This design comes from an exercise in tuning for small area on the open sky130 flow, not from production work.
At most, simulation tests tie the RTL to the original design; equivalence was not proved.
The RTL of runs 4 to 6 was laid out without a check of its function.
Power is estimated from default activity; no workload was simulated.

[flow/run.sh]
#!/bin/bash
# The standard layout, with the smallest buffer on the ports, the constant
# outputs left on the synthesis tie cells, and a small clock tree.
set -euo pipefail
export BUFFER_PORTS_ARGS="-buffer_cell sky130_fd_sc_hd__buf_1"
export SKIP_REPAIR_TIE_FANOUT=1
export CTS_ARGS="-sink_clustering_enable -repair_clock_nets -dont_use_dummy_load -buf_list sky130_fd_sc_hd__clkbuf_8 -root_buf sky130_fd_sc_hd__clkbuf_8 -sink_clustering_size 40 -sink_clustering_max_diameter 300 -sink_clustering_buffer sky130_fd_sc_hd__clkbuf_16"
bash standard.sh > standard_flow.log 2>&1
[standard.sh]
#!/bin/bash
# synth_recipe.tcl (not shown) runs the flow's synth.tcl, then flattens the netlist and writes it again
# the make line also repeats each setting of config.mk as NAME=value (left out here)
make -C /OpenROAD-flow-scripts/flow DESIGN_CONFIG=/design/flow/config.mk WORK_HOME=/design/flow/orfs CLKGATE_MAP_FILE= SYNTH_SCRIPT=/design/flow/synth_recipe.tcl "${@:-finish}"
[config.mk]
export PLATFORM = sky130hd
export DESIGN_NAME = tiler_top
export DESIGN_NICKNAME = tiler_top
export VERILOG_FILES = /design/flow/design.v
export SDC_FILE = /design/flow/constraint.sdc
export NUM_CORES = 4
export LEC_CHECK = 0
export CAP_MARGIN = 20
export CORE_MARGIN = 2
export CORE_UTILIZATION = 40
export SLEW_MARGIN = 20
[constraint.sdc]
create_clock -name core_clock -period 10.0 [get_ports {clk_int}]
set_input_delay 2.0000 -clock core_clock [delete_from_list [all_inputs] [get_ports {clk_int}]]
set_output_delay 2.0000 -clock core_clock [all_outputs]
set_load 0.01 [all_outputs]
[design.v]
package tiler_pkg;
  localparam ARRAY_WIDTH = 12;
endpackage
`timescale 1ns/100ps
module tiler_top (
  input  logic                      clk_int,
  input  logic                      rst_ni,
  input  logic                      clear_i,
  input  logic                      start_i,
  input  logic [53:0]               cfg_i,
  output logic                      ready_o,
  output logic                      valid_o,
  output logic [363:0]              result_o
);
  function automatic logic ge_const(input logic [12:0] x, input logic [12:0] k);
    ge_const = 1'b1;
    for (int i = 0; i < 13; i++) begin
      ge_const = k[i] ? (x[i] & ge_const) : (x[i] | ge_const);
    end
  endfunction
  logic       busy_q, valid_q;
  logic [5:0] t_q;
  logic       load, ph_div, ph_p, ph_xw, last;
  assign load   = start_i & ~busy_q;
  assign ph_div = busy_q & (t_q < 6'd13);
  assign ph_p   = busy_q & (t_q >= 6'd13) & (t_q < 6'd26);
  assign ph_xw  = busy_q & (t_q >= 6'd26);
  assign last   = busy_q & (t_q == 6'd50);
  always_ff @(posedge clk_int or negedge rst_ni) begin
    if (!rst_ni) begin
      busy_q  <= 1'b0;
      valid_q <= 1'b0;
    end else if (clear_i) begin
      busy_q  <= 1'b0;
      valid_q <= 1'b0;
    end else begin
      valid_q <= last;
      if (load)      busy_q <= 1'b1;
      else if (last) busy_q <= 1'b0;
    end
  end
  always_ff @(posedge clk_int) begin
    t_q <= busy_q ? t_q + 6'd1 : 6'd0;
  end
  logic [15:0] n_q, k_q;
  logic [1:0]  m_lo_q;
  logic [2:0]  op_q;
  logic [1:0]  fmt_q;
  always_ff @(posedge clk_int) begin
    if (load) begin
      n_q    <= cfg_i[21:6];
      k_q    <= cfg_i[37:22];
      m_lo_q <= cfg_i[39:38];
      op_q   <= cfg_i[5:3];
      fmt_q  <= {cfg_i[2] | cfg_i[1], cfg_i[2] | cfg_i[0]};
    end
  end
  logic [14:0] u_d;
  logic [12:0] u_q;
  logic [1:0]  r3_q;
  logic        u_msb, qbit;
  logic [2:0]  tr;
  tiler_rca #(.W(15)) u_rca_u (.a({1'b0, cfg_i[53:40]}), .b({13'd0, 1'b1, cfg_i[39] | cfg_i[38]}),
                               .ci(1'b0), .s(u_d), .co());
  assign u_msb = u_q[12];
  assign tr    = {r3_q, u_msb};
  assign qbit  = (tr >= 3'd3);
  always_ff @(posedge clk_int) begin
    if (load) begin
      u_q  <= u_d[12:0];
      r3_q <= u_d[14:13];
    end else begin
      u_q <= {u_q[11:0], ph_div ? qbit : u_msb};
      if (ph_div) r3_q <= qbit ? 2'(tr - 3'd3) : tr[1:0];
    end
  end
  logic [12:0] a_iter, b_iter, c_iter;
  logic [13:0] d_iter;
  logic [3:0]  m_mod;
  logic        n_lo_nz;
  assign a_iter  = {u_q[11:0], u_q[12]};
  assign n_lo_nz = |n_q[1:0];
  tiler_rca #(.W(13)) u_rca_b (.a({1'b0, k_q[15:4]}), .b(13'd0), .ci(|k_q[3:0]), .s(b_iter), .co());
  tiler_rca #(.W(13)) u_rca_c (.a({1'b0, n_q[15:4]}), .b(13'd0), .ci(|n_q[3:0]), .s(c_iter), .co());
  tiler_rca #(.W(14)) u_rca_d (.a(n_q[15:2]), .b(14'd0), .ci(n_lo_nz), .s(d_iter), .co());
  assign m_mod   = {(m_lo_q == 2'd0) ? ((r3_q == 2'd2) ? 2'd0 : r3_q + 2'd1) : r3_q, m_lo_q};
  logic [17:0] n3, k3;
  tiler_rca #(.W(18)) u_rca_n3 (.a({2'b0, n_q}), .b({1'b0, n_q, 1'b0}), .ci(1'b0), .s(n3), .co());
  tiler_rca #(.W(18)) u_rca_k3 (.a({2'b0, k_q}), .b({1'b0, k_q, 1'b0}), .ci(1'b0), .s(k3), .co());
  logic [2:0] slots;
  assign slots = {1'b0, n_q[3:2]} + {2'b0, n_lo_nz};
  logic [24:0] p_q;
  logic        abit;
  logic [24:0] p_add;
  assign abit  = ph_p & u_msb;
  tiler_rca #(.W(25)) u_rca_p (.a({p_q[23:0], 1'b0}), .b({12'd0, b_iter & {13{abit}}}),
                               .ci(1'b0), .s(p_add), .co());
  always_ff @(posedge clk_int) begin
    p_q <= {p_add[24:1], p_add[0] | (ph_xw & p_q[24])};
  end
  logic        pbit;
  logic [31:0] x_q;
  logic [29:0] w_q;
  assign pbit = ph_xw & p_q[24];
  logic [31:0] x_add;
  logic [29:0] w_add;
  tiler_rca #(.W(32)) u_rca_x (.a({x_q[30:0], 1'b0}), .b({19'd0, c_iter & {13{pbit}}}),
                               .ci(1'b0), .s(x_add), .co());
  tiler_rca #(.W(30)) u_rca_w (.a({w_q[28:0], 1'b0}), .b({16'd0, d_iter & {14{pbit}}}),
                               .ci(1'b0), .s(w_add), .co());
  always_ff @(posedge clk_int) begin
    x_q <= x_add;
    w_q <= w_add;
  end
  logic [26:0] p3;
  logic        c3;
  assign c3 = p_q[12] ? ge_const(p_q[12:0], 13'd5462) : ge_const(p_q[12:0], 13'd2731);
  tiler_rca #(.W(13)) u_rca_p3l (.a(p_q[12:0]), .b({p_q[11:0], 1'b0}),
                                 .ci(1'b0), .s(p3[12:0]), .co());
  tiler_rca #(.W(14)) u_rca_p3h (.a({2'b0, p_q[24:13]}), .b({1'b0, p_q[24:12]}),
                                 .ci(c3), .s(p3[26:13]), .co());
  logic [4:0] s1_op;
  logic [2:0] s1_rnd, s2_rnd, cfmt;
  always_comb begin
    case (op_q[2:1])
      2'd0:    s1_op = 5'd0;
      2'd1:    s1_op = 5'd2;
      2'd2:    s1_op = 5'd3;
      default: s1_op = 5'd7;
    endcase
  end
  assign s1_rnd = {2'b0, op_q[2] & op_q[1]};
  assign s2_rnd = {2'b0, ~op_q[0] & (op_q[2] ^ op_q[1])};
  assign cfmt   = {fmt_q[1], ~fmt_q[1], fmt_q[0]};
  assign result_o = {
    3'd0, a_iter,                  
    3'd0, c_iter,                  
    d_iter, 2'd0,                  
    3'd0, b_iter,                  
    4'd0, m_mod,                   
    4'd0, n_q[3:0],                
    6'd0, n_q[1:0],                
    4'd0, k_q[3:0],                
    3'd0, slots, 2'd0,             
    15'd0, n_q, 1'b0,              
    11'd0, n3, 3'd0,               
    15'd0, k_q, 1'b0,              
    11'd0, k3, 3'd0,               
    s1_op,                         
    5'd7,                          
    s1_rnd,                        
    s2_rnd,                        
    cfmt,                          
    op_q != 3'd0,                  
    p_q[15:0],                     
    x_q,                           
    w_q, 2'd0,                     
    3'd0, p3, 2'd0                 
  };
  assign ready_o = ~busy_q;
  assign valid_o = valid_q;
endmodule
module tiler_rca #(
  parameter int W = 8
) (
  input  logic [W-1:0] a,
  input  logic [W-1:0] b,
  input  logic         ci,
  output logic [W-1:0] s,
  output logic         co
);
  logic [W:0] c;
  assign c[0] = ci;
  for (genvar i = 0; i < W; i++) begin : g_bit
    assign s[i]   = a[i] ^ b[i] ^ c[i];
    assign c[i+1] = (a[i] & b[i]) | (c[i] & (a[i] ^ b[i]));
  end
  assign co = c[W];
endmodule
==> summary.txt, run 1 <==
GRT
  • Vias in the first global route: 5235
  • Initial antenna violation count: 0
  • Pin count of the biggest net entering global routing: 110
  • GRT Total Usage: between 15 and 20%
  • Global-route wire length before repair: around 28000 µm
  • Grt ovf: 0

Pwr
  • Pwr Density: between 100 and 150 nW/µm²
  • Seq pwr share: around 56%
  • Cell leakage power: 4.409 nW
  • Worst-case vdd ir drop: between 0.00007 and 0.00008 V
  • Clock power frac: a little under 30%
  • Combinational share of power: 15.6%
  • Net Sw Frac: between 20% and 30%
  • Power, Total: around 0.0012 W
  • P_int: approximately 0.00085 W
  • Switching power total: ~0.00035 W

Floorplan
  • Initial Util: ~40%
  • Die width: 151.8 µm
  • Num ports: roughly 420
  • Core area: about 22000 µm²
  • Row cnt: 54
  • Die height: between 150 and 200 µm
  • Die area: roughly 23000 µm²

Worst hold path
  • Hold/Removal Path Class: register to register
  • Hold Crit Start: u_q[10]$_DFF_P_
  • Hold Path Stages: 2
  • Hold Path End: u_q[11]$_DFF_P_

Timing
  • Worst Tran Pin Value: roughly 0.68 ns
  • Fin crit share: between 90% and 100%
  • Setup_tns: 0 ns
  • Worst slew margin: 54.95%
  • RSZ-0062 raised after global routing: false
  • Min Tclk post-route: between 9 and 10 ns
  • Slew Viols, Final: 0
  • Final setup viols: 0
  • Fmax: between 0.1 and 0.15 GHz
  • Final Hold Vio Count: 0
  • Skew final: roughly 0.053 ns

Clock network
  • Clk sink count: between 100 and 150
  • Post_cts resized: 0
  • Post-CTS Setup Bufs: 0
  • CTS tree: yes
  • Reg clk slew, reported paths: about 0.09 ns
  • Clk Tree Root Cell: clkbuf_8
  • Hold buffer count at CTS: 0
  • Total CTS buffers: 17
  • Worst-Skew Late Latency: around 0.46 ns
  • Htree depth: 4
  • Clk buf depth: 2

Synthesis
  • #FFs+latches synth: roughly 150
  • Avg Cell Area, Syn: between 10 and 15 µm²
  • Main synth FF type: dfxtp_1
  • Cells after Synth: 701
  • Netlist Area Pre-Place: approximately 8700 µm²
  • Synth Warn #: 1
  • Async SR Flop Fraction: roughly 1.3%
  • Number of flops mapped to enable cells by yosys: 41
  • Distinct cell type count after synthesis: just over 40
  • Register area share after synthesis: 38.95%

Worst setup path
  • Critical path launch point type: register
  • Max FO, Critical Path: 28
  • Crit path launch: t_q[0]$_SDFF_PN0_
  • Crit path arrival time: 9.66 ns
  • CP endpoint kind: register
  • Crit Reg-Reg Startpoint: t_q[0]$_SDFF_PN0_
  • Slowest CP cell: fa_1
  • CP Data Required Time: between 10 and 15 ns
  • Reg2reg setup slack: between 0.6 and 0.7 ns
  • Reg2Reg Depth: 38
  • Cell mode on critical path: ha_1
  • Crit-path max cell delay: 0.40 ns
  • Reg-to-Reg End: x_q[31]$_DFF_P_
  • Crit Path Category: register to register

Detailed routing
  • Remaining antenna violation count: 0
  • DRC errors left: 0
  • Drt pass-1 iters: 4
  • DR WL/cell: roughly 16 µm
  • Via count: approximately 5000
  • DRT iter0 DRCs: approximately 150
  • Via-per-instance ratio: around 4.5
  • Routed WL: 19010 µm

Place
  • Hpwl dp: about 16000 µm
  • Final RePlAce weighted congestion: 0.8024
  • I/O Buffers: 311

Layout
  • Final net count: around 1100
  • FF/Latch Area: around 3400 µm²
  • Layout area overhead: 6.817%
  • ANT cells: 0
  • Layout cell share with drive strength beyond 1: under 10%
  • Area of the multi-input gates: 4009 µm²
  • # fillers: between 2000 and 2500

Run status
  • Status: finished clean

Flow run
  • Max-Cap Viols: 0
state kept, by name (all words and copies together), names as in the netlist, 3 cells and up:
register  cells
k_q          16
x_q          32
op_q          3
t_q           6
w_q          30
p_q          25
n_q          16
u_q          13
worst max-delay path: cells and delay by family (launching register included):
kind / cells / cell delay (ns)
buffers and inverters: 3 / 0.19
AOI/OAI and AO/OA: 2 / 0.64
DFF: 1 / 0.39
xor gates and xnor gates: 1 / 0.15
and+or+nand+nor: 1 / 0.20
adders and majority gates: 31 / 7.66
synthesized netlist by cell type (2+ instances only):
cell / instances / area [µm²]
nand2_1: 44 / 165.2
nor2_1: 10 / 37.54
conb_1: 2 / 7.510
or3_1: 4 / 25.02
clkbuf_1: 3 / 11.26
nand3_1: 3 / 15.01
or2_2: 4 / 25.02
ha_1: 117 / 1464
xor2_1: 6 / 52.55
dfxtp_1: 106 / 2122
buf_2: 3 / 15.01
and3_1: 11 / 68.82
nor3_1: 3 / 15.01
o2111ai_1: 2 / 17.52
xnor2_1: 3 / 26.28
buf_6: 3 / 33.78
buf_4: 147 / 1104
inv_1: 43 / 161.4
a21oi_1: 4 / 20.02
nand2b_1: 3 / 18.77
o21ai_0: 10 / 50.05
and2_1: 26 / 162.7
edfxtp_1: 41 / 1231
fa_1: 84 / 1682
dfrtp_1: 2 / 50.05
nor2b_1: 2 / 12.51
placed cells by master, fill, tap and decap left out, types with 2 or more instances in the layout:
cell	instances
nand3_1	3
ha_1	117
nor2_1	10
o21ai_0	10
nor2b_1	2
a21oi_1	4
dfrtp_1	2
nor3_1	3
and3_1	11
fa_1	84
nand2b_1	3
clkbuf_8	17
o2111ai_1	2
and2_1	26
xor2_1	6
or2_2	4
conb_1	2
xnor2_1	3
inv_1	42
dfxtp_1	106
buf_1	311
nand2_1	44
or3_1	4
edfxtp_1	41
through the flow:
step	hold WS, ns	util [%]	cells	cell area, µm²	setup slack [ns]
2_1_floorplan	0.4446	-	701	8737	0.9948
3_3_place_gp	0.4332	42.08	1137	9099	0.7219
3_5_place_dp	0.4357	42.08	1137	9099	0.6000
4_1_cts	0.4368	43.17	1154	9333	0.6055
5_1_grt	0.4451	43.17	1154	9333	0.2840
6_report	0.4337	43.17	1154	9333	0.6704
power groups by stage:
stage               Combinational, W  Clock (W)  Sequential, W
global route                0.000213   0.000385       0.000671
CTS                         0.000190   0.000363       0.000667
global placement            0.000187          0       0.000680
detailed placement          0.000188          0       0.000680
floorplan                   0.000152          0       0.000682
finish                      0.000187   0.000347       0.000666
cell type report:
cell class | instances | share of cell area [%]
Inverter | 43 | 1.729
Tap cell | 280 | 3.754
Clock buffer | 17 | 2.507
Timing Repair Buffer | 312 | 12.59
Sequential cell | 149 | 36.47
Multi-Input combinational cell | 353 | 42.95
worst max-delay path by stage:
stage	to	depth (start not counted)
2_1_floorplan	x_q[31]$_DFF_P_	39
3_3_place_gp	x_q[31]$_DFF_P_	38
3_5_place_dp	x_q[31]$_DFF_P_	38
4_1_cts	x_q[31]$_DFF_P_	38
5_1_grt	x_q[31]$_DFF_P_	38
6_report	x_q[31]$_DFF_P_	38
layer usage:
metal	global-route usage, %	share of wire [%]	wire, µm
met5	0	0	0
met4	5.694	1.9	357
met3	5.659	7.9	1509
met2	29.35	53	10010
met1	18.68	37	7125
kinds of logic after synthesis:
group	after synthesis	synth area share (%)
adder cells (fa/ha/maj)	201	36.00
flip-flops	149	38.95
AND/OR/NAND/NOR	116	6.860
multiplexers	1	0.1289
buffers and inverters	199	15.17
AO/OA/AOI/OAI	24	1.905
other	2	0.08596
XOR/XNOR	9	0.9022
==> run 2, diff against run 1 <==
--- a/config.mk
+++ b/config.mk
@@ -7,5 +7,5 @@
 export LEC_CHECK = 0
 export CAP_MARGIN = 20
 export CORE_MARGIN = 2
-export CORE_UTILIZATION = 40
+export CORE_UTILIZATION = 65
 export SLEW_MARGIN = 20
==> summary.txt, run 2 <==
Floorplan
  • Die area: around 14000 µm²
  • Initial Util: 66.24%
  • Core area: around 13000 µm²
  • Die width: between 100 and 150 µm
  • Num ports: between 400 and 500
  • Row cnt: 42
  • Die height: between 100 and 150 µm

Detailed routing
  • Remaining antenna violation count: 0
  • Via count: approximately 5500
  • DRC errors left: 0
  • Drt pass-1 iters: 5
  • Routed WL: between 20000 and 25000 µm
  • DRT iter0 DRCs: 230
  • Via-per-instance ratio: roughly 5.2
  • DR WL/cell: ~22 µm

Timing
  • Worst Tran Pin Value: approximately 0.92 ns
  • Fmax: between 0.1 and 0.15 GHz
  • Worst slew margin: around two fifths
  • Skew final: about 0.022 ns
  • Fin crit share: approximately 95%
  • Setup_tns: 0 ns
  • Hold WS: 0.4449 ns
  • Final setup viols: 0
  • Final Hold Vio Count: 0
  • Slew Viols, Final: 0
  • Min Tclk post-route: 9.501 ns
  • RSZ-0062 raised after global routing: false

Worst setup path
  • CP endpoint kind: register
  • Reg2Reg Depth: 38
  • Cell mode on critical path: ha_1
  • Reg-to-Reg End: x_q[31]$_DFF_P_
  • Max FO, Critical Path: 28
  • Crit-path max cell delay: ~0.41 ns
  • Reg2reg setup slack: roughly 0.50 ns
  • Crit path arrival time: approximately 9.8 ns
  • Critical path launch point type: register
  • Crit Path Category: register to register
  • Crit Reg-Reg Startpoint: t_q[0]$_SDFF_PN0_
  • CP Data Required Time: 10.33 ns
  • Slowest CP cell: dfxtp_1

Flow run
  • Max-Cap Viols: 0

Pwr
  • Cell leakage power: around 4.4 nW
  • P_int: 0.0008549 W
  • Seq pwr share: 55.6%
  • Clock power frac: ~28%
  • Switching power total: about 0.00035 W
  • Net Sw Frac: between 20% and 30%
  • Worst-case vdd ir drop: 0.0001055 V
  • Combinational share of power: 16.3%
  • Pwr Density: 130.5 nW/µm²

Clock network
  • CTS tree: yes
  • Clk sink count: between 100 and 150
  • Worst-Skew Late Latency: ~0.44 ns
  • Post-CTS Setup Bufs: 0
  • Clk buf depth: 2
  • Post_cts resized: 0
  • Clk Tree Root Cell: clkbuf_8
  • Reg clk slew, reported paths: 0.07 ns
  • Hold buffer count at CTS: 0
  • Htree depth: 4
  • Total CTS buffers: 17

Synthesis
  • Distinct cell type count after synthesis: about 40
  • Post-synth top area share: between 20% and 30%
  • Main synth FF type: dfxtp_1
  • Synth Warn #: 1
  • Async SR Flop Fraction: between 1 and 1.5%
  • Netlist Area Pre-Place: ~8700 µm²
  • Cells after Synth: ~700
  • Synth area leaders: dfxtp_1 24%, fa_1 19%, ha_1 17%, edfxtp_1 14%, buf_4 13%
  • #FFs+latches synth: around 150
  • Most numerous cell in the Yosys netlist: buf_4
  • Avg Cell Area, Syn: 12.46 µm²
  • Commonest cells post-synth: 147 x buf_4, 117 x ha_1, 106 x dfxtp_1
  • Number of flops mapped to enable cells by yosys: 41
  • Register area share after synthesis: between 30 and 40%
  • Yosys top cell by area: dfxtp_1

Worst hold path
  • Hold/Removal Path Class: register to register
  • Hold Path End: w_q[29]$_DFF_P_
  • Hold Crit Start: w_q[28]$_DFF_P_
  • Hold Path Stages: 1

GRT
  • Grt ovf: 0
  • Vias in the first global route: about 5500
  • GRT Total Usage: 32.30%
  • GR peak layer: met2
  • Initial antenna violation count: 2
  • GR met1 Demand/Resource: 36.27%
  • Global-route wire length before repair: around 33000 µm
  • Routing usage on met3: a little under an eighth
  • Pin count of the biggest net entering global routing: 110
  • Met2 Usage GRT: between 50 and 60%

Layout
  • Leading cell types in the layout, fill and taps excluded: 311 x buf_1, 117 x ha_1, 106 x dfxtp_1
  • Final net count: between 1000 and 1500
  • Max reg flops: 32
  • Most common cell after layout, fill and taps aside: buf_1
  • Layout area overhead: 5.284%
  • Largest Register: x_q
  • Regs by FF count: x_q: 32 flops, w_q: 30 flops, p_q: 25 flops
  • Layout cell share with drive strength beyond 1: 2.978%

Place
  • Final RePlAce weighted congestion: about 0.95
  • I/O Buffers: 311
  • Hpwl dp: about 19000 µm

Run status
  • Status: finished clean
[run 2: cell counts after synthesis]
No cell type changed its count.
[run 2: layout make-up]
class,instances,area (µm²)
antenna,1,2.502
clock buffer,17,234.0
fill,1047,3991
inverter,43,162.7
multi-input combinational,353,4009
sequential,149,3403
tap,176,220.2
timing repair buffer,311,1167
[run 2: routing by layer]
metal | up-vias | share of wire, %
li1 | 2490 | -
met1 | 2715 | 36
met2 | 240 | 52
met3 | 41 | 7.9
met4 | 2 | 4.5
met5 | - | 0.057
[run 2: through the flow]
step / power, W / util, % / setup WS, ns / instance area, µm² / instances
after floorplan: 0.0008349 / - / 0.9948 / 8737 / 701
after global placement: 0.0008718 / 67.94 / 0.8119 / 8961 / 1032
after detailed placement: 0.0008748 / 67.94 / 0.5619 / 8961 / 1032
after CTS: 0.001211 / 69.71 / 0.4609 / 9195 / 1049
after global routing: 0.001258 / 69.74 / 0.08325 / 9199 / 1050
final: 0.001201 / 69.74 / 0.4987 / 9199 / 1050
[run 2: worst max-delay path, delay by kind of cell, from the launching register on]
kind	cells	cell delay, ns
xor+xnor	1	0.15
simple gates	1	0.19
buf+inv	3	0.20
compound gates	2	0.63
fa+ha+maj	31	7.77
flops	1	0.41
[run 2: kinds of logic after synthesis]
kind of cell / count (synthesis) / synth area share, %
DFF: 149 / 38.95
adders and majority gates: 201 / 36.00
AOI/OAI and AO/OA: 24 / 1.905
xor gates and xnor gates: 9 / 0.9022
other: 2 / 0.08596
buffers and inverters: 199 / 15.17
and+or+nand+nor: 116 / 6.860
muxes: 1 / 0.1289
[run 2: how the worst max path moves through the flow]
stage	from	endpoint	slack [ns]
3_5_place_dp	t_q[0]$_SDFF_PN0_	x_q[31]$_DFF_P_	0.56
3_3_place_gp	t_q[0]$_SDFF_PN0_	x_q[31]$_DFF_P_	0.81
4_1_cts	t_q[0]$_SDFF_PN0_	x_q[31]$_DFF_P_	0.46
2_1_floorplan	t_q[0]$_SDFF_PN0_	x_q[31]$_DFF_P_	0.99
5_1_grt	t_q[0]$_SDFF_PN0_	x_q[31]$_DFF_P_	0.08
6_report	t_q[0]$_SDFF_PN0_	x_q[31]$_DFF_P_	0.50
[run 2: power by group through the flow]
| stage | Combinational, W | Clock, W | Sequential (W) |
|---|---|---|---|
| after detailed placement | 0.000193 | 0 | 0.000681 |
| final | 0.000195 | 0.000338 | 0.000668 |
| after global placement | 0.000192 | 0 | 0.000680 |
| after global routing | 0.000215 | 0.000372 | 0.000671 |
| after CTS | 0.000195 | 0.000347 | 0.000668 |
| after floorplan | 0.000152 | 0 | 0.000682 |
==> run 3, diff against run 2 <==
--- a/config.mk
+++ b/config.mk
@@ -7,5 +7,6 @@
 export LEC_CHECK = 0
 export CAP_MARGIN = 20
 export CORE_MARGIN = 2
-export CORE_UTILIZATION = 65
+export CORE_UTILIZATION = 80
+export PLACE_DENSITY = 0.9
 export SLEW_MARGIN = 20
==> summary.txt, run 3 <==
Synthesis
  • Main synth FF type: dfxtp_1
  • Synth area leaders: dfxtp_1 24%, fa_1 19%, ha_1 17%, edfxtp_1 14%, buf_4 13%
  • #FFs+latches synth: approximately 150
  • Netlist Area Pre-Place: around 8700 µm²
  • Commonest cells post-synth: 147 x buf_4, 117 x ha_1, 106 x dfxtp_1
  • Distinct cell type count after synthesis: between 40 and 50
  • Synth Warn #: 1
  • Number of flops mapped to enable cells by yosys: 41
  • Cells after Synth: 701
  • Register area share after synthesis: 38.95%
  • Yosys top cell by area: dfxtp_1
  • Most numerous cell in the Yosys netlist: buf_4
  • Async SR Flop Fraction: under 10%
  • Avg Cell Area, Syn: between 10 and 15 µm²
  • Post-synth top area share: roughly a quarter

Floorplan
  • Die width: approximately 110 µm
  • Row cnt: 38
  • Initial Util: 81.31%
  • Die height: between 100 and 150 µm

Run status
  • Fail Step: 3_2_place_iop
  • Stop Error: [ERROR PPL-0024] Number of IO pins (424) exceeds maximum number of available positions (384). Increase the die perimeter from 434.02um to 576.64um.
  • Status: aborted with a tool error
## run 3: logic make-up after synthesis
logic type | Yosys count | share of synthesized area [%]
other cells | 2 | 0.08596
fa+ha+maj | 201 | 36.00
buf+inv | 199 | 15.17
compound gates | 24 | 1.905
simple gates | 116 | 6.860
xor+xnor | 9 | 0.9022
flops | 149 | 38.95
mux | 1 | 0.1289
==> run 4, diff against run 3 <==
--- a/design.v
+++ b/design.v
@@ -18,9 +18,9 @@
       ge_const = k[i] ? (x[i] & ge_const) : (x[i] | ge_const);
     end
   endfunction
-  logic       busy_q, valid_q;
+  logic       busy_q, valid_q, last;
   logic [5:0] t_q;
-  logic       load, ph_div, ph_p, ph_xw, last;
+  logic       load, ph_div, ph_p, ph_xw;
   assign load   = start_i & ~busy_q;
   assign ph_div = busy_q & (t_q < 6'd13);
   assign ph_p   = busy_q & (t_q >= 6'd13) & (t_q < 6'd26);
@@ -172,8 +172,7 @@
   logic [W:0] c;
   assign c[0] = ci;
   for (genvar i = 0; i < W; i++) begin : g_bit
-    assign s[i]   = a[i] ^ b[i] ^ c[i];
-    assign c[i+1] = (a[i] & b[i]) | (c[i] & (a[i] ^ b[i]));
+    assign {c[i+1], s[i]} = {1'b0, a[i]} + {1'b0, b[i]} + {1'b0, c[i]};
   end
   assign co = c[W];
 endmodule
--- a/config.mk
+++ b/config.mk
@@ -7,6 +7,5 @@
 export LEC_CHECK = 0
 export CAP_MARGIN = 20
 export CORE_MARGIN = 2
-export CORE_UTILIZATION = 80
-export PLACE_DENSITY = 0.9
+export CORE_UTILIZATION = 40
 export SLEW_MARGIN = 20
==> summary.txt, run 4 <==
Detailed routing
  • DR WL/cell: around 17 µm
  • Routed WL: 19060 µm
  • Via-per-instance ratio: approximately 4.5
  • DRT iter0 DRCs: 97
  • Via count: 5198
  • Remaining antenna violation count: 0
  • Drt pass-1 iters: 4
  • DRC errors left: 0

Timing
  • Fmax: 0.1039 GHz
  • RSZ-0062 raised after global routing: false
  • Min Tclk post-route: 9.629 ns
  • Final Hold Vio Count: 0
  • Worst Tran Pin Value: between 0.9 and 1 ns
  • Skew final: 0.04002 ns
  • Slew Viols, Final: 0
  • Hold WS: between 0.4 and 0.5 ns
  • Final setup viols: 0
  • Fin crit share: a little over nine tenths
  • Worst slew margin: 34.23%
  • Setup_tns: 0 ns

Synthesis
  • Avg Cell Area, Syn: about 13 µm²
  • Synth area leaders: dfxtp_1 24%, fa_1 19%, ha_1 17%, edfxtp_1 14%, buf_4 13%
  • Number of flops mapped to enable cells by yosys: between 40 and 50
  • Netlist Area Pre-Place: just under 9000 µm²
  • Post-synth top area share: between 20% and 30%
  • Most numerous cell in the Yosys netlist: buf_4
  • Main synth FF type: dfxtp_1
  • #FFs+latches synth: approximately 150
  • Commonest cells post-synth: 147 x buf_4, 115 x ha_1, 106 x dfxtp_1
  • Yosys top cell by area: dfxtp_1
  • Cells after Synth: a little under 700
  • Async SR Flop Fraction: 1.342%
  • Synth Warn #: 1
  • Register area share after synthesis: 39.26%
  • Distinct cell type count after synthesis: 38

Layout
  • ANT cells: 0
  • Regs by FF count: x_q: 32 flops, w_q: 30 flops, p_q: 25 flops
  • Final net count: 1134
  • Util after Layout: 44.29%
  • Most common cell after layout, fill and taps aside: buf_1
  • Layout cell share with drive strength beyond 1: under 10%
  • Finished Layout Cells: between 1000 and 1500
  • Max reg flops: 32
  • Leading cell types in the layout, fill and taps excluded: 311 x buf_1, 115 x ha_1, 105 x dfxtp_1
  • Layout area overhead: 8.068%
  • Largest Register: x_q

Worst setup path
  • Reg-to-Reg End: w_q[29]$_DFF_P_
  • CP Data Required Time: between 10 and 15 ns
  • Top Family by Delay on Critical Path: adder cells
  • CP endpoint kind: register
  • Cell mode on critical path: ha_1
  • Max FO, Critical Path: 3
  • Slowest CP cell: fa_1
  • Crit Path Category: register to register
  • Critical path launch point type: register
  • Critical Path End: w_q[29]$_DFF_P_
  • Crit path launch: n_q[1]$_DFFE_PP_
  • Crit path arrival time: between 9 and 10 ns
  • Crit Reg-Reg Startpoint: n_q[1]$_DFFE_PP_
  • Crit-path max cell delay: approximately 0.45 ns
  • Crit path buf inv count: 3
  • Stages on the worst setup path: 36
  • Reg2reg setup slack: about 0.37 ns
  • Reg2Reg Depth: 36

GRT
  • Vias in the first global route: 5246
  • Pin count of the biggest net entering global routing: 110
  • GRT Total Usage: around 16%
  • Initial antenna violation count: 0
  • Grt ovf: 0
  • Global-route wire length before repair: around 28000 µm

Clock network
  • Clk buf depth: 2
  • Reg clk slew, reported paths: approximately 0.10 ns
  • Hold buffer count at CTS: 0
  • Worst-Skew Late Latency: ~0.45 ns
  • Htree depth: 4
  • Clk sink count: roughly 150
  • CTS tree: yes
  • Clk Tree Root Cell: clkbuf_8
  • Total CTS buffers: 17

Floorplan
  • Initial Util: around two fifths
  • Num ports: around 420
  • Die height: about 150 µm
  • Die area: between 20000 and 25000 µm²
  • Core area: about 21000 µm²
  • Die width: 151.2 µm
  • Row cnt: 53

Pwr
  • Worst-case vdd ir drop: approximately 0.00007 V
  • Power, Total: ~0.0012 W
  • Pwr Density: around 130 nW/µm²
  • Cell leakage power: approximately 4.3 nW

Run status
  • Status: finished clean

Place
  • Hpwl dp: between 15000 and 20000 µm
  • Final RePlAce weighted congestion: around 0.77
  • I/O Buffers: between 300 and 400
  • DP Cell Count: 1132

Worst hold path
  • Hold/Removal Path Class: register to register

Flow run
  • Max-Cap Viols: 0
-- run 4: changes by cell type after synthesis, moves of 3 or more --
cell / change
and2_1: +13
inv_1: -12
and3_1: -11
nor2_1: +6
clkbuf_1: -3
-- run 4: where the power goes --
group / leakage, nW / total [W] / internal, W / switching, W
clock network: 0.122 / 0.000339 / 0.000150 / 0.000189
logic: 2.92 / 0.000185 / 0.0000632 / 0.000121
registers: 1.28 / 0.000666 / 0.000643 / 0.0000225
-- run 4: worst min-delay path by stage --
stage          cells after the start  slack [ns]                 to         startpoint
3_3_place_gp                       2        0.43     u_q[8]$_DFF_P_     u_q[7]$_DFF_P_
6_report                           2        0.44     u_q[2]$_DFF_P_     u_q[1]$_DFF_P_
4_1_cts                            2        0.44     u_q[2]$_DFF_P_     u_q[1]$_DFF_P_
2_1_floorplan                      1        0.43  t_q[0]$_SDFF_PN0_  t_q[0]$_SDFF_PN0_
3_5_place_dp                       2        0.44     u_q[8]$_DFF_P_     u_q[7]$_DFF_P_
5_1_grt                            2        0.46     u_q[2]$_DFF_P_     u_q[1]$_DFF_P_
-- run 4: final cells by class --
class,instances,area (µm²)
fillers,2038,11790
inverters,33,123.9
well taps,275,344.1
clock buffers,17,234.0
repair buffers,322,1250
multi-input cells,354,4013
flip-flops and latches,149,3405
-- run 4: what timing repair did --
action / 4_1_cts / 5_1_grt
buffers inserted: 0 / 1
resized for setup: 4 / 8
endpoints found under the setup margin: 2 / 5
hold endpoints to repair: 0 / 0
-- run 4: kinds of logic after synthesis --
family          synth area share [%]
fa+ha+maj                      35.99
buf+inv                        14.78
flops                          39.26
simple gates                   6.826
compound gates                 2.021
xor+xnor                      0.9093
other cells                  0.08662
mux                           0.1299
-- run 4: metrics by stage --
stage / worst slack (ns) / area (µm²)
after floorplan: 0.08433 / 8670
after global placement: -0.007425 / 9099
after detailed placement: -0.1319 / 9099
after CTS: 0.02912 / 9343
after global routing: 0.007141 / 9369
final: 0.3710 / 9369
-- run 4: per-layer routing --
| metal | global-route usage, % | routed length [µm] | vias to the layer above |
|---|---|---|---|
| li1 | - | - | 2467 |
| met1 | 17.85 | 6962 | 2518 |
| met2 | 30.81 | 10610 | 193 |
| met3 | 4.729 | 1241 | 20 |
| met4 | 5.234 | 248 | 0 |
| met5 | 0 | 0 | - |
-- run 4: worst reg2reg max path, delay by kind of cell (launching register included) --
family	cells	cell delay, ns
AND/OR/NAND/NOR	1	0.15
adder cells (fa/ha/maj)	31	8.62
flip-flops	1	0.39
XOR/XNOR	1	0.15
buffers and inverters	3	0.26
==> run 5, diff against run 4 <==
--- a/flow/run.sh
+++ b/flow/run.sh
@@ -4,5 +4,6 @@
 set -euo pipefail
 export BUFFER_PORTS_ARGS="-buffer_cell sky130_fd_sc_hd__buf_1"
 export SKIP_REPAIR_TIE_FANOUT=1
+export REMOVE_ABC_BUFFERS=1
 export CTS_ARGS="-sink_clustering_enable -repair_clock_nets -dont_use_dummy_load -buf_list sky130_fd_sc_hd__clkbuf_8 -root_buf sky130_fd_sc_hd__clkbuf_8 -sink_clustering_size 40 -sink_clustering_max_diameter 300 -sink_clustering_buffer sky130_fd_sc_hd__clkbuf_16"
 bash standard.sh > standard_flow.log 2>&1
==> summary.txt, run 5 <==
Clock network
  • Clk sink count: 149
  • Post-CTS Setup Bufs: 0
  • Worst-Skew Late Latency: 0.45 ns
  • Htree depth: 4
  • Clk buf depth: 2
  • CTS tree: yes
  • Clk Tree Root Cell: clkbuf_8
  • Total CTS buffers: 17
  • Reg clk slew, reported paths: approximately 0.1 ns

Worst setup path
  • Cell mode on critical path: ha_1
  • Crit-path max cell delay: between 0.4 and 0.5 ns
  • Crit path arrival time: 9.96 ns
  • Max FO, Critical Path: 2
  • CP Data Required Time: 10.34 ns
  • Crit Path Category: register to register
  • Critical path launch point type: register
  • CP endpoint kind: register
  • Slowest CP cell: edfxtp_1

Synthesis
  • #FFs+latches synth: 149
  • Most numerous cell in the Yosys netlist: buf_4
  • Commonest cells post-synth: 147 x buf_4, 115 x ha_1, 106 x dfxtp_1
  • Register area share after synthesis: about two fifths
  • Distinct cell type count after synthesis: 38
  • Avg Cell Area, Syn: 12.56 µm²
  • Async SR Flop Fraction: approximately 1.3%
  • Synth Warn #: 1
  • Number of flops mapped to enable cells by yosys: 41
  • Main synth FF type: dfxtp_1
  • Cells after Synth: a little under 700
  • Synth area leaders: dfxtp_1 24%, fa_1 19%, ha_1 17%, edfxtp_1 14%, buf_4 13%
  • Post-synth top area share: 24.48%
  • Yosys top cell by area: dfxtp_1
  • Netlist Area Pre-Place: between 8000 and 9000 µm²

Layout
  • Most common cell after layout, fill and taps aside: buf_1
  • Regs by FF count: x_q: 32 flops, w_q: 30 flops, p_q: 25 flops
  • Util after Layout: between 40 and 50%
  • FF/Latch Area: ~3400 µm²
  • Leading cell types in the layout, fill and taps excluded: 311 x buf_1, 115 x ha_1, 106 x dfxtp_1
  • Finished Layout Cells: around 1100
  • # fillers: ~2000
  • Largest Register: x_q
  • Post-route cell area: about 9400 µm²
  • Layout area overhead: 7.995%
  • Layout cell share with drive strength beyond 1: 5.721%
  • Max reg flops: 32
  • Area of the multi-input gates: 4015 µm²
  • ANT cells: 0
  • Final net count: ~1100

Detailed routing
  • Drt pass-1 iters: 6
  • DRT iter0 DRCs: roughly 190
  • Via count: between 5000 and 6000
  • DRC errors left: 0
  • Remaining antenna violation count: 0
  • DR WL/cell: about 17 µm
  • Routed WL: between 15000 and 20000 µm
  • Via-per-instance ratio: between 4 and 5

Place
  • I/O Buffers: between 300 and 400
  • Placed Area: just over 9000 µm²
  • Final RePlAce weighted congestion: between 0.8 and 0.9
  • DP Cell Count: between 1000 and 1500
  • Hpwl dp: about 16000 µm

GRT
  • Pin count of the biggest net entering global routing: 110
  • Initial antenna violation count: 0
  • Grt ovf: 0
  • GRT Total Usage: 17.25%
  • Global-route wire length before repair: between 20000 and 30000 µm
  • Vias in the first global route: between 5000 and 6000

Timing
  • Worst Tran Pin Value: approximately 0.61 ns
  • Fin crit share: approximately 96%
  • Final setup viols: 0
  • Slew Viols, Final: 0
  • Skew final: about 0.033 ns
  • Min Tclk post-route: between 9 and 10 ns
  • Final Hold Vio Count: 0
  • Fmax: 0.1039 GHz
  • Worst slew margin: approximately 60%
  • RSZ-0062 raised after global routing: false

Pwr
  • Power, Total: between 0.001 and 0.0015 W
  • Pwr Density: between 100 and 150 nW/µm²
  • Cell leakage power: 4.313 nW
  • Worst-case vdd ir drop: roughly 0.000083 V

Floorplan
  • Die area: around 23000 µm²
  • Core area: 21150 µm²
  • Initial Util: 40.98%
  • Row cnt: 53
  • Num ports: around 420
  • Die height: roughly 150 µm
  • Die width: 151.2 µm

Worst hold path
  • Hold/Removal Path Class: register to register

Run status
  • Status: finished clean

Flow run
  • Max-Cap Viols: 0
[run 5: per-layer routing]
metal	track usage, %	part of all wire [%]	wire length (µm)	up-vias
li1	-	-	-	2465
met1	20.94	41	8062	2490
met2	29.48	51	10010	192
met3	5.361	6.7	1315	19
met4	4.953	1.6	325	0
met5	0	0	0	-
[run 5: repair_timing]
action | in CTS | in global routing
resized for setup | 4 | 9
setup endpoints to repair | 2 | 4
hold buffers | 0 | 0
[run 5: cell type report]
cell class / instances / area share [%]
Multi-Input combinational cell: 354 / 42.88
Sequential cell: 149 / 36.35
Clock buffer: 17 / 2.499
Tap cell: 275 / 3.675
Timing Repair Buffer: 321 / 13.27
Inverter: 33 / 1.323
[run 5: worst max-delay path: cells and delay by family, from the launching register on]
kind | cells | cell delay, ns
AND/OR/NAND/NOR | 2 | 0.51
adder cells (fa/ha/maj) | 33 | 8.33
flip-flops | 1 | 0.42
buffers and inverters | 2 | 0.14
XOR/XNOR | 1 | 0.15
[run 5: cells by family after synthesis]
group / Yosys count / synth area share (%)
adders and majority gates: 199 / 35.99
buffers and inverters: 187 / 14.78
DFF: 149 / 39.26
and+or+nand+nor: 119 / 6.826
AOI/OAI and AO/OA: 24 / 2.021
xor gates and xnor gates: 9 / 0.9093
other: 2 / 0.08662
muxes: 1 / 0.1299
[run 5: path summary, 6_finish.rpt]
kind | endpoint | slack, ns | startpoint | cells past startpoint
min reg2reg | u_q[12]$_DFF_P_ | 0.44 | u_q[11]$_DFF_P_ | 2
max in group asynchronous | valid_q$_DFF_PN0_ | 8.51 | rst_ni | 1
max reg2reg | x_q[31]$_DFF_P_ | 0.38 | n_q[1]$_DFFE_PP_ | 38
max | x_q[31]$_DFF_P_ | 0.38 | n_q[1]$_DFFE_PP_ | 38
min in group asynchronous | busy_q$_DFFE_PN0P_ | 1.36 | rst_ni | 1
min | u_q[12]$_DFF_P_ | 0.44 | u_q[11]$_DFF_P_ | 2
[run 5: report_power, final]
group / switching (W) / total, W / internal (W)
sequential: 0.0000228 / 0.000666 / 0.000643
clock: 0.000197 / 0.000348 / 0.000150
combinational: 0.000123 / 0.000185 / 0.0000620
[run 5: stage by stage]
stage	hold WS [ns]	setup WS (ns)	TNS, ns
2_1_floorplan	0.4295	-0.01275	-0.01275
3_3_place_gp	0.4325	-0.08467	-0.09919
3_5_place_dp	0.4354	-0.1132	-0.1577
4_1_cts	0.4488	0.03695	0
5_1_grt	0.4639	0.04262	0
6_report	0.4436	0.3779	0
==> run 6, diff against run 5 <==
--- a/config.mk
+++ b/config.mk
@@ -8,4 +8,5 @@
 export CAP_MARGIN = 20
 export CORE_MARGIN = 2
 export CORE_UTILIZATION = 40
+export PLACE_DENSITY = 0.85
 export SLEW_MARGIN = 20
==> summary.txt, run 6 <==
Run status
  • Status: finished clean

Timing
  • Skew final: ~0.035 ns
  • Fin crit share: a little over nine tenths
  • Worst slew margin: between 60% and 70%
  • Worst Tran Pin Value: 0.5926 ns
  • Final setup viols: 0
  • Setup_tns: 0 ns
  • Final Hold Vio Count: 0
  • Slew Viols, Final: 0
  • Min Tclk post-route: roughly 9.7 ns
  • Fmax: around 0.10 GHz

Synthesis
  • Post-Synth Simple-Gate Area: just under 7%
  • Synth Area in Compound Gates: 2.020%
  • Mux contribution to synthesized area: less than 1%
  • Synth area leaders: dfxtp_1 24%, fa_1 19%, ha_1 17%, edfxtp_1 14%, buf_4 13%
  • #FFs+latches synth: 149
  • Most numerous cell in the Yosys netlist: buf_4
  • Post-synth top area share: 24.48%
  • Cells after Synth: 690
  • Number of flops mapped to enable cells by yosys: just over 40
  • Netlist Area Pre-Place: 8670 µm²
  • Main synth FF type: dfxtp_1
  • Distinct cell type count after synthesis: 38
  • Avg Cell Area, Syn: 12.56 µm²
  • Largest family of logic cells by synthesized area: adder cells
  • Synth Warn #: 1
  • XOR/XNOR Fraction of Synth Area: less than 1%
  • Async SR Flop Fraction: under 10%
  • Adder-cell share of the synthesized area: 35.99%
  • Commonest cells post-synth: 147 x buf_4, 115 x ha_1, 106 x dfxtp_1
  • Yosys top cell by area: dfxtp_1
  • Register area share after synthesis: 39.26%

Detailed routing
  • Routed WL: ~22000 µm
  • Via count: approximately 5400
  • Met3 Wirelength: about 1400 µm
  • Met2 wire len: 12030 µm
  • Metal-1 WL: approximately 8100 µm
  • Drt pass-1 iters: 4
  • DRT iter0 DRCs: 185
  • DR WL/cell: 18.95 µm
  • DRC errors left: 0
  • Top sig layer: met4
  • Remaining antenna violation count: 0
  • Via-per-instance ratio: roughly 4.6

Worst setup path
  • Max FO, Critical Path: 3
  • CP Data Required Time: roughly 10 ns
  • Critical path launch point type: register
  • Reg2Reg Depth: 36
  • Crit-path max cell delay: about 0.45 ns
  • Crit Path Category: register to register
  • Reg-to-Reg End: w_q[29]$_DFF_P_
  • Reg2reg setup slack: between 0.3 and 0.4 ns
  • Slowest CP cell: fa_1
  • Crit Reg-Reg Startpoint: n_q[0]$_DFFE_PP_
  • Crit path arrival time: between 9 and 10 ns
  • Cell mode on critical path: ha_1
  • CP endpoint kind: register

Place
  • Final RePlAce weighted congestion: between 0.8 and 0.9
  • I/O Buffers: around 310
  • Placed Area: 9121 µm²
  • Hpwl dp: 18080 µm

Worst hold path
  • Hold Path Stages: 2
  • Hold Path End: u_q[12]$_DFF_P_
  • Hold/Removal Path Class: register to register
  • Hold Crit Start: u_q[11]$_DFF_P_

Layout
  • Most common cell after layout, fill and taps aside: buf_1
  • Regs by FF count: x_q: 32 flops, w_q: 30 flops, p_q: 25 flops
  • Max reg flops: 32
  • Final net count: about 1100
  • Layout area overhead: 8.385%
  • Post-route cell area: about 9400 µm²
  • Layout cell share with drive strength beyond 1: under 10%
  • # fillers: around 2000
  • ANT cells: 0
  • Leading cell types in the layout, fill and taps excluded: 311 x buf_1, 115 x ha_1, 105 x dfxtp_1
  • Largest Register: x_q

Clock network
  • CTS tree: yes
  • Reg clk slew, reported paths: around 0.090 ns
  • Clk sink count: about 150
  • Clk Tree Root Cell: clkbuf_8
  • Hold buffer count at CTS: 0
  • Total CTS buffers: 17
  • Clk buf depth: 2
  • Htree depth: 4
  • Worst-Skew Late Latency: ~0.44 ns

Floorplan
  • Core area: about 21000 µm²
  • Die height: between 150 and 200 µm
  • Num ports: roughly 420
  • Die width: between 150 and 200 µm
  • Row cnt: 53
  • Initial Util: between 40% and 50%
  • Die area: about 23000 µm²

GRT
  • Global-route wire length before repair: about 31000 µm
  • Initial antenna violation count: 0
  • Grt ovf: 0
  • Pin count of the biggest net entering global routing: 110
  • Vias in the first global route: around 5600
  • GRT Total Usage: about a fifth

Pwr
  • Worst-case vdd ir drop: around 0.0001 V
  • Cell leakage power: roughly 4.3 nW
  • Pwr Density: ~130 nW/µm²

Flow run
  • Max-Cap Viols: 0
## run 6: changes by cell type in the layout (fill, tap and decap cells not counted), sizes merged
cell and delta:
buf +4
## run 6: layout make-up
type | instances | area [µm²] | share of cell area [%]
clock buffers | 17 | 234.0 | 2.490
inverters | 33 | 123.9 | 1.318
multi-input cells | 354 | 4018 | 42.76
flip-flops and latches | 149 | 3405 | 36.23
well taps | 275 | 344.1 | 3.662
repair buffers | 325 | 1272 | 13.54
## run 6: cell families (layout without fill, tap and decap cells)
| group | Yosys count | after routing |
|---|---|---|
| adder cells (fa/ha/maj) | 199 | 199 |
| buffers and inverters | 187 | 375 |
| flip-flops | 149 | 149 |
| AND/OR/NAND/NOR | 119 | 119 |
| AO/OA/AOI/OAI | 24 | 24 |
| XOR/XNOR | 9 | 9 |
| other | 2 | 2 |
| multiplexers | 1 | 1 |
## run 6: worst max-delay path by stage
stage,endpoint,startpoint
global route,x_q[31]$_DFF_P_,n_q[0]$_DFFE_PP_
floorplan,x_q[31]$_DFF_P_,n_q[1]$_DFFE_PP_
finish,w_q[29]$_DFF_P_,n_q[0]$_DFFE_PP_
detailed placement,x_q[31]$_DFF_P_,n_q[0]$_DFFE_PP_
global placement,x_q[31]$_DFF_P_,n_q[1]$_DFFE_PP_
CTS,x_q[31]$_DFF_P_,n_q[0]$_DFFE_PP_
## run 6: worst max-delay path: cells and delay by family, from the launching register on
kind          cells  cell delay [ns]
flops             1             0.41
buf+inv           3             0.25
fa+ha+maj        31             8.57
xor+xnor          1             0.15
simple gates      1             0.16
## run 6: per-layer routing
layer	GRT usage, %	up-vias
li1	-	2465
met1	20.68	2629
met2	36.09	236
met3	5.060	21
met4	5.234	0
met5	0	-
## run 6: power by group
group	switching (W)	internal [W]
combinational	0.000128	0.0000640
sequential	0.0000241	0.000643
clock	0.000199	0.000150
total	0.000350	0.000857
## run 6: through the flow
stage          setup WS [ns]  util [%]  std cells  hold slack, ns  total power, W
2_1_floorplan       -0.01275         -        536          0.4295       0.0007941
3_5_place_dp         -0.2371     43.12       1135          0.4354       0.0008714
4_1_cts              0.01433     44.28       1152          0.4468        0.001224
3_3_place_gp        -0.04394     43.12       1135          0.4300       0.0008672
5_1_grt             -0.01951     44.42       1153          0.4556        0.001274
6_report              0.3424     44.42       1153          0.4461        0.001208
## run 6: repair_timing
action,in CTS,in global routing
endpoints found under the setup margin,3,5
gates resized for setup,5,9
setup buffers,0,1
pin swaps,0,0
==> run 7, diff against run 6 <==
--- a/design.v
+++ b/design.v
@@ -18,9 +18,9 @@
       ge_const = k[i] ? (x[i] & ge_const) : (x[i] | ge_const);
     end
   endfunction
-  logic       busy_q, valid_q, last;
+  logic       busy_q, valid_q;
   logic [5:0] t_q;
-  logic       load, ph_div, ph_p, ph_xw;
+  logic       load, ph_div, ph_p, ph_xw, last;
   assign load   = start_i & ~busy_q;
   assign ph_div = busy_q & (t_q < 6'd13);
   assign ph_p   = busy_q & (t_q >= 6'd13) & (t_q < 6'd26);
@@ -172,7 +172,8 @@
   logic [W:0] c;
   assign c[0] = ci;
   for (genvar i = 0; i < W; i++) begin : g_bit
-    assign {c[i+1], s[i]} = {1'b0, a[i]} + {1'b0, b[i]} + {1'b0, c[i]};
+    assign s[i]   = a[i] ^ b[i] ^ c[i];
+    assign c[i+1] = (a[i] & b[i]) | (c[i] & (a[i] ^ b[i]));
   end
   assign co = c[W];
 endmodule
==> flow/run.sh (replaced) <==
#!/bin/bash
# The standard layout, with the smallest buffer on the ports, the constant
# outputs left on the synthesis tie cells, and a small clock tree.
set -euo pipefail
export BUFFER_PORTS_ARGS="-buffer_cell sky130_fd_sc_hd__buf_1"
export SKIP_REPAIR_TIE_FANOUT=1
export CTS_ARGS="-sink_clustering_enable -repair_clock_nets -dont_use_dummy_load -buf_list sky130_fd_sc_hd__clkbuf_16 -root_buf sky130_fd_sc_hd__clkbuf_16 -sink_clustering_size 80 -sink_clustering_max_diameter 400"
bash standard.sh > standard_flow.log 2>&1
--- a/config.mk
+++ b/config.mk
@@ -8,5 +8,4 @@
 export CAP_MARGIN = 20
 export CORE_MARGIN = 2
 export CORE_UTILIZATION = 40
-export PLACE_DENSITY = 0.85
 export SLEW_MARGIN = 20
==> summary.txt, run 7 <==
Run status
  • Status: finished clean

Place
  • Final RePlAce weighted congestion: 0.8024
  • I/O Buffers: around 310
  • DP Cell Count: 1137
  • Hpwl dp: between 15000 and 20000 µm

Layout
  • Max reg flops: 32
  • Layout cell share with drive strength beyond 1: between 3 and 4%
  • Final net count: around 1100
  • Layout area overhead: 9.008%
  • Largest Register: x_q
  • Finished Layout Cells: between 1000 and 1500
  • Leading cell types in the layout, fill and taps excluded: 311 x buf_1, 117 x ha_1, 106 x dfxtp_1
  • Most common cell after layout, fill and taps aside: buf_1
  • Regs by FF count: x_q: 32 flops, w_q: 30 flops, p_q: 25 flops
  • ANT cells: 0

Synthesis
  • Distinct cell type count after synthesis: 41
  • Cells after Synth: approximately 700
  • Netlist Area Pre-Place: 8737 µm²
  • Number of flops mapped to enable cells by yosys: roughly 40
  • Async SR Flop Fraction: between 1 and 1.5%
  • Yosys top cell by area: dfxtp_1
  • #FFs+latches synth: between 100 and 150
  • Synth area leaders: dfxtp_1 24%, fa_1 19%, ha_1 17%, edfxtp_1 14%, buf_4 13%
  • Commonest cells post-synth: 147 x buf_4, 117 x ha_1, 106 x dfxtp_1
  • Synth Warn #: 1
  • Post-synth top area share: roughly 24%
  • Main synth FF type: dfxtp_1
  • Most numerous cell in the Yosys netlist: buf_4
  • Register area share after synthesis: 38.95%
  • Avg Cell Area, Syn: around 12 µm²

Clock network
  • Clk sink count: 149
  • Worst-Skew Late Latency: roughly 0.43 ns
  • Htree depth: 4
  • Post_cts resized: 0
  • Post-CTS Setup Bufs: 0
  • CTS tree: yes
  • Clk Tree Root Cell: clkbuf_16
  • Reg clk slew, reported paths: 0.07 ns
  • Hold buffer count at CTS: 0
  • Total CTS buffers: 17
  • Clk buf depth: 2

Detailed routing
  • Via-per-instance ratio: around 4.5
  • DRT iter0 DRCs: 157
  • Drt pass-1 iters: 4
  • Remaining antenna violation count: 0
  • DR WL/cell: between 15 and 20 µm
  • DRC errors left: 0
  • Via count: slightly above 5000
  • Routed WL: 18990 µm

Floorplan
  • Die width: 151.8 µm
  • Num ports: roughly 420
  • Die area: about 23000 µm²
  • Initial Util: roughly two fifths
  • Core area: 21620 µm²
  • Die height: between 150 and 200 µm
  • Row cnt: 54

GRT
  • Vias in the first global route: approximately 5200
  • GRT Total Usage: 16.66%
  • Pin count of the biggest net entering global routing: 110
  • Initial antenna violation count: 0
  • Grt ovf: 0
  • Global-route wire length before repair: 28270 µm

Timing
  • Fin crit share: between 90 and 100%
  • Final setup viols: 0
  • Final Hold Vio Count: 0
  • Worst slew margin: between 50% and 60%
  • RSZ-0062 raised after global routing: false
  • Fmax: around 0.11 GHz
  • Skew final: 0.03255 ns
  • Slew Viols, Final: 0
  • Setup_tns: 0 ns
  • Min Tclk post-route: 9.329 ns
  • Worst Tran Pin Value: ~0.67 ns

Pwr
  • Seq pwr share: a little under 50%
  • Pwr Density: 143.1 nW/µm²
  • Combinational share of power: between 10% and 20%
  • Switching power total: ~0.00036 W
  • Net Sw Frac: a little over a quarter
  • Worst-case vdd ir drop: between 0.0001 and 0.00015 V
  • Clock power frac: 37.3%
  • P_int: 0.0009997 W
  • Cell leakage power: ~4.5 nW

Worst setup path
  • Cell mode on critical path: ha_1
  • Crit path launch: t_q[0]$_SDFF_PN0_
  • Crit-path max cell delay: about 0.40 ns
  • Slowest CP cell: fa_1
  • Reg2reg setup slack: about 0.67 ns
  • Crit Reg-Reg Startpoint: t_q[0]$_SDFF_PN0_
  • Max FO, Critical Path: 28
  • Crit Path Category: register to register
  • CP endpoint kind: register
  • Crit path arrival time: between 9 and 10 ns
  • CP Data Required Time: around 10 ns
  • Critical path launch point type: register

Flow run
  • Max-Cap Viols: 0

Worst hold path
  • Hold/Removal Path Class: register to register
  • Hold Crit Start: u_q[10]$_DFF_P_
-- run 7: changes by cell type after synthesis, sizes merged, moves of 3 or more --
| cell | change |
|---|---|
| and3 | +11 |
| nor2 | -6 |
| inv | +10 |
| and2 | -13 |
| clkbuf | +3 |
-- run 7: final cells by class --
cell class,count,area (µm²)
clock buffers,17,425.4
fillers,2062,12100
inverters,43,161.4
multi-input cells,353,4009
flip-flops and latches,149,3403
well taps,280,350.3
repair buffers,312,1175
-- run 7: routing by layer --
| metal | vias to the layer above | wire length, µm | part of all wire (%) | track usage [%] |
|---|---|---|---|---|
| met4 | 0 | 293 | 1.5 | 5.000 |
| met3 | 21 | 1479 | 7.8 | 6.257 |
| met2 | 197 | 10010 | 53 | 29.28 |
| met5 | - | 0 | 0 | 0 |
| met1 | 2441 | 7212 | 38 | 18.80 |
| li1 | 2486 | - | - | - |
-- run 7: cells by family after synthesis --
kind of cell,share of synthesized area [%]
compound gates,1.905
buf+inv,15.17
simple gates,6.860
flops,38.95
xor+xnor,0.9022
other cells,0.08596
fa+ha+maj,36.00
mux,0.1289
-- run 7: final timing paths --
| check | to | depth (start not counted) |
|---|---|---|
| max | x_q[31]$_DFF_P_ | 38 |
| min | u_q[11]$_DFF_P_ | 2 |
| max reg2reg | x_q[31]$_DFF_P_ | 38 |
| min reg2reg | u_q[11]$_DFF_P_ | 2 |
| max in group asynchronous | valid_q$_DFF_PN0_ | 1 |
| min in group asynchronous | busy_q$_DFFE_PN0P_ | 1 |
-- run 7: power groups by stage --
| stage | combinational, W | sequential, W | clock [W] |
|---|---|---|---|
| final | 0.000187 | 0.000667 | 0.000509 |
| after global routing | 0.000213 | 0.000671 | 0.000552 |
| after CTS | 0.000190 | 0.000668 | 0.000526 |
| after detailed placement | 0.000188 | 0.000680 | 0 |
| after global placement | 0.000187 | 0.000680 | 0 |
| after floorplan | 0.000152 | 0.000682 | 0 |
-- run 7: stage by stage --
stage | worst slack, ns | power (W) | cell area [µm²] | utilization, % | hold WS, ns
after floorplan | 0.9948 | 0.0008349 | 8737 | - | 0.4446
after global placement | 0.7219 | 0.0008674 | 9099 | 42.08 | 0.4332
after detailed placement | 0.6000 | 0.0008683 | 9099 | 42.08 | 0.4357
after CTS | 0.6043 | 0.001384 | 9524 | 44.05 | 0.4425
after global routing | 0.2809 | 0.001437 | 9524 | 44.05 | 0.4473
final | 0.6712 | 0.001363 | 9524 | 44.05 | 0.4353
-- run 7: worst max-delay path, delay by kind of cell, from the launching register on --
family,cells,cell delay (ns)
adders and majority gates,31,7.65
AOI/OAI and AO/OA,2,0.64
DFF,1,0.39
and+or+nand+nor,1,0.20
buffers and inverters,3,0.19
xor gates and xnor gates,1,0.15
==> run 8, diff against run 7 <==
==> flow/run.sh (replaced) <==
#!/bin/bash
# The standard layout, with the smallest buffer on the ports, the constant
# outputs left on the synthesis tie cells, and a small clock tree.
set -euo pipefail
export BUFFER_PORTS_ARGS="-buffer_cell sky130_fd_sc_hd__buf_1"
export SKIP_REPAIR_TIE_FANOUT=1
export CTS_ARGS="-repair_clock_nets -dont_use_dummy_load -buf_list sky130_fd_sc_hd__clkbuf_16 -root_buf sky130_fd_sc_hd__clkbuf_16"
bash standard.sh > standard_flow.log 2>&1
==> summary.txt, run 8 <==
Worst setup path
  • Cell mode on critical path: ha_1
  • CP Data Required Time: slightly above 10 ns
  • Reg2reg setup slack: 0.67 ns
  • Critical path launch point type: register
  • Crit Reg-Reg Startpoint: t_q[0]$_SDFF_PN0_
  • Reg2Reg Depth: 38
  • Crit Path Category: register to register
  • Crit-path max cell delay: around 0.4 ns
  • Max FO, Critical Path: 28
  • Reg-to-Reg End: x_q[31]$_DFF_P_
  • Slowest CP cell: fa_1
  • Crit path arrival time: 9.63 ns
  • CP endpoint kind: register

Synthesis
  • Netlist Area Pre-Place: around 8700 µm²
  • Distinct cell type count after synthesis: 41
  • Post-synth top area share: about 24%
  • Number of flops mapped to enable cells by yosys: just over 40
  • Avg Cell Area, Syn: 12.46 µm²
  • Yosys top cell by area: dfxtp_1
  • Most numerous cell in the Yosys netlist: buf_4
  • Synth Warn #: 1
  • Commonest cells post-synth: 147 x buf_4, 117 x ha_1, 106 x dfxtp_1
  • Main synth FF type: dfxtp_1
  • Async SR Flop Fraction: between 1 and 1.5%
  • Register area share after synthesis: about two fifths
  • Synth area leaders: dfxtp_1 24%, fa_1 19%, ha_1 17%, edfxtp_1 14%, buf_4 13%
  • #FFs+latches synth: about 150
  • Cells after Synth: approximately 700

Detailed routing
  • Via count: 5145
  • Via-per-instance ratio: between 4 and 5
  • Routed WL: about 19000 µm
  • DRT iter0 DRCs: 157
  • DR WL/cell: around 16 µm
  • Drt pass-1 iters: 4
  • Remaining antenna violation count: 0
  • DRC errors left: 0

Layout
  • ANT cells: 0
  • Leading cell types in the layout, fill and taps excluded: 311 x buf_1, 117 x ha_1, 106 x dfxtp_1
  • Layout area overhead: 9.008%
  • Max reg flops: 32
  • # fillers: 2062
  • Final net count: roughly 1100
  • Regs by FF count: x_q: 32 flops, w_q: 30 flops, p_q: 25 flops
  • Layout cell share with drive strength beyond 1: a little over 3%
  • Post-route cell area: 9524 µm²
  • Largest Register: x_q
  • Most common cell after layout, fill and taps aside: buf_1

Pwr
  • Cell leakage power: about 4.5 nW
  • Pwr Density: roughly 140 nW/µm²
  • Worst-case vdd ir drop: 0.0001094 V

Timing
  • RSZ-0062 raised after global routing: false
  • Final Hold Vio Count: 0
  • Skew final: approximately 0.033 ns
  • Setup_tns: 0 ns
  • Final setup viols: 0
  • Worst Tran Pin Value: 0.6665 ns
  • Fmax: approximately 0.11 GHz
  • Min Tclk post-route: 9.329 ns
  • Fin crit share: slightly above 90%
  • Worst slew margin: 55.57%
  • Slew Viols, Final: 0

Clock network
  • Post-CTS Setup Bufs: 0
  • Clk buf depth: 2
  • CTS tree: yes
  • Hold buffer count at CTS: 0
  • Reg clk slew, reported paths: about 0.070 ns
  • Worst-Skew Late Latency: around 0.43 ns
  • Post_cts resized: 0
  • Clk Tree Root Cell: clkbuf_16
  • Clk sink count: about 150
  • Total CTS buffers: 17
  • Htree depth: 4

Floorplan
  • Die area: roughly 23000 µm²
  • Core area: 21620 µm²
  • Die height: 151.8 µm
  • Die width: between 150 and 200 µm
  • Initial Util: approximately two fifths
  • Row cnt: 54
  • Num ports: ~420

Worst hold path
  • Hold Path Stages: 2
  • Hold Path End: u_q[11]$_DFF_P_
  • Hold Crit Start: u_q[10]$_DFF_P_
  • Hold/Removal Path Class: register to register

Place
  • I/O Buffers: just over 300
  • Placed Area: roughly 9100 µm²
  • Final RePlAce weighted congestion: ~0.8
  • Hpwl dp: approximately 16000 µm

Flow run
  • Max-Cap Viols: 0

GRT
  • Vias in the first global route: between 5000 and 6000
  • GRT Total Usage: 16.66%
  • Global-route wire length before repair: 28270 µm
  • Grt ovf: 0
  • Pin count of the biggest net entering global routing: 110
  • Initial antenna violation count: 0

Run status
  • Status: finished clean
## run 8: cell counts in the layout (fill, tap and decap cells not counted)
Identical to the previous run, type by type.
## run 8: cells by family (layout without fill, tap and decap cells)
logic type / after synthesis / count (layout) / synth area share (%)
fa+ha+maj: 201 / 201 / 36.00
simple gates: 116 / 116 / 6.860
mux: 1 / 1 / 0.1289
flops: 149 / 149 / 38.95
xor+xnor: 9 / 9 / 0.9022
compound gates: 24 / 24 / 1.905
buf+inv: 199 / 372 / 15.17
other cells: 2 / 2 / 0.08596
## run 8: stage by stage
stage                     hold WS [ns]  instances   power, W  utilization, %  setup slack [ns]
after global routing            0.4473       1154   0.001437           44.05            0.2809
after global placement          0.4332       1137  0.0008674           42.08            0.7219
after CTS                       0.4425       1154   0.001384           44.05            0.6043
after detailed placement        0.4357       1137  0.0008683           42.08            0.6000
after floorplan                 0.4446        701  0.0008349               -            0.9948
final                           0.4353       1154   0.001363           44.05            0.6712
## run 8: layer usage
metal  GRT usage, %  wire length, µm  up-vias
met3          6.257             1479       21
met5              0                0        -
met1          18.80             7212     2441
li1               -                -     2486
met2          29.28            10010      197
met4          5.000              293        0
## run 8: power breakdown
group / total [W] / switching (W) / internal [W]
Sequential: 0.000667 / 0.0000234 / 0.000644
Clock: 0.000509 / 0.000215 / 0.000294
Combinational: 0.000187 / 0.000125 / 0.0000618
Total: 0.00136 / 0.000363 / 0.00100
## run 8: area by class of cell
| type | instances | area, µm² | area share (%) |
|---|---|---|---|
| tap | 280 | 350.3 | 3.678 |
| multi-input combinational | 353 | 4009 | 42.09 |
| inverter | 43 | 161.4 | 1.695 |
| timing repair buffer | 312 | 1175 | 12.34 |
| clock buffer | 17 | 425.4 | 4.467 |
| sequential | 149 | 3403 | 35.73 |
## run 8: how the worst max path moves through the flow
stage | cells past startpoint | end | from | slack, ns
after detailed placement | 38 | x_q[31]$_DFF_P_ | t_q[0]$_SDFF_PN0_ | 0.60
final | 38 | x_q[31]$_DFF_P_ | t_q[0]$_SDFF_PN0_ | 0.67
after CTS | 38 | x_q[31]$_DFF_P_ | t_q[0]$_SDFF_PN0_ | 0.60
after floorplan | 39 | x_q[31]$_DFF_P_ | t_q[0]$_SDFF_PN0_ | 0.99
after global routing | 38 | x_q[31]$_DFF_P_ | t_q[0]$_SDFF_PN0_ | 0.28
after global placement | 38 | x_q[31]$_DFF_P_ | t_q[0]$_SDFF_PN0_ | 0.72
## run 8: worst max-delay path, delay by kind of cell (launching register included)
kind	cells	cell delay (ns)
AND/OR/NAND/NOR	1	0.20
buffers and inverters	3	0.19
AO/OA/AOI/OAI	2	0.64
XOR/XNOR	1	0.15
flip-flops	1	0.39
adder cells (fa/ha/maj)	31	7.65

## port drivers added, routing unchanged
The results above use ideal ports. As a check the final layouts listed here were re-extracted and re-timed, cells and wires unchanged. Step 1: set_driving_cell puts a clkbuf_16 on clk_int and a buf_2 on each other input, an assumption about the parent block. Step 2 times the ports against the registers' clock, not the clock port: input delays grow and output delays shrink by t, the midpoint of the rising clock arrivals with the driver on. Three values: no drivers, after step 1, after step 2; two values: the first two.
run	shift t [ns]	setup WS [ns]	latest minus earliest clock arrival (ns)	worst register clock-pin slew, ns
run 1	0.479	0.670 / 0.670 / 0.670	0.056 / 0.056	0.11 / 0.11
run 2	0.470	0.499 / 0.499 / 0.499	0.027 / 0.026	0.08 / 0.08
run 4	0.473	0.371 / 0.371 / 0.371	0.040 / 0.040	0.10 / 0.10
run 5	0.467	0.378 / 0.378 / 0.378	0.034 / 0.035	0.10 / 0.10
run 6	0.462	0.342 / 0.342 / 0.342	0.035 / 0.035	0.10 / 0.10
run 7	0.459	0.671 / 0.671 / 0.671	0.034 / 0.034	0.08 / 0.08
run 8	0.459	0.671 / 0.671 / 0.671	0.034 / 0.034	0.08 / 0.08
After both steps every run listed still meets setup and hold.
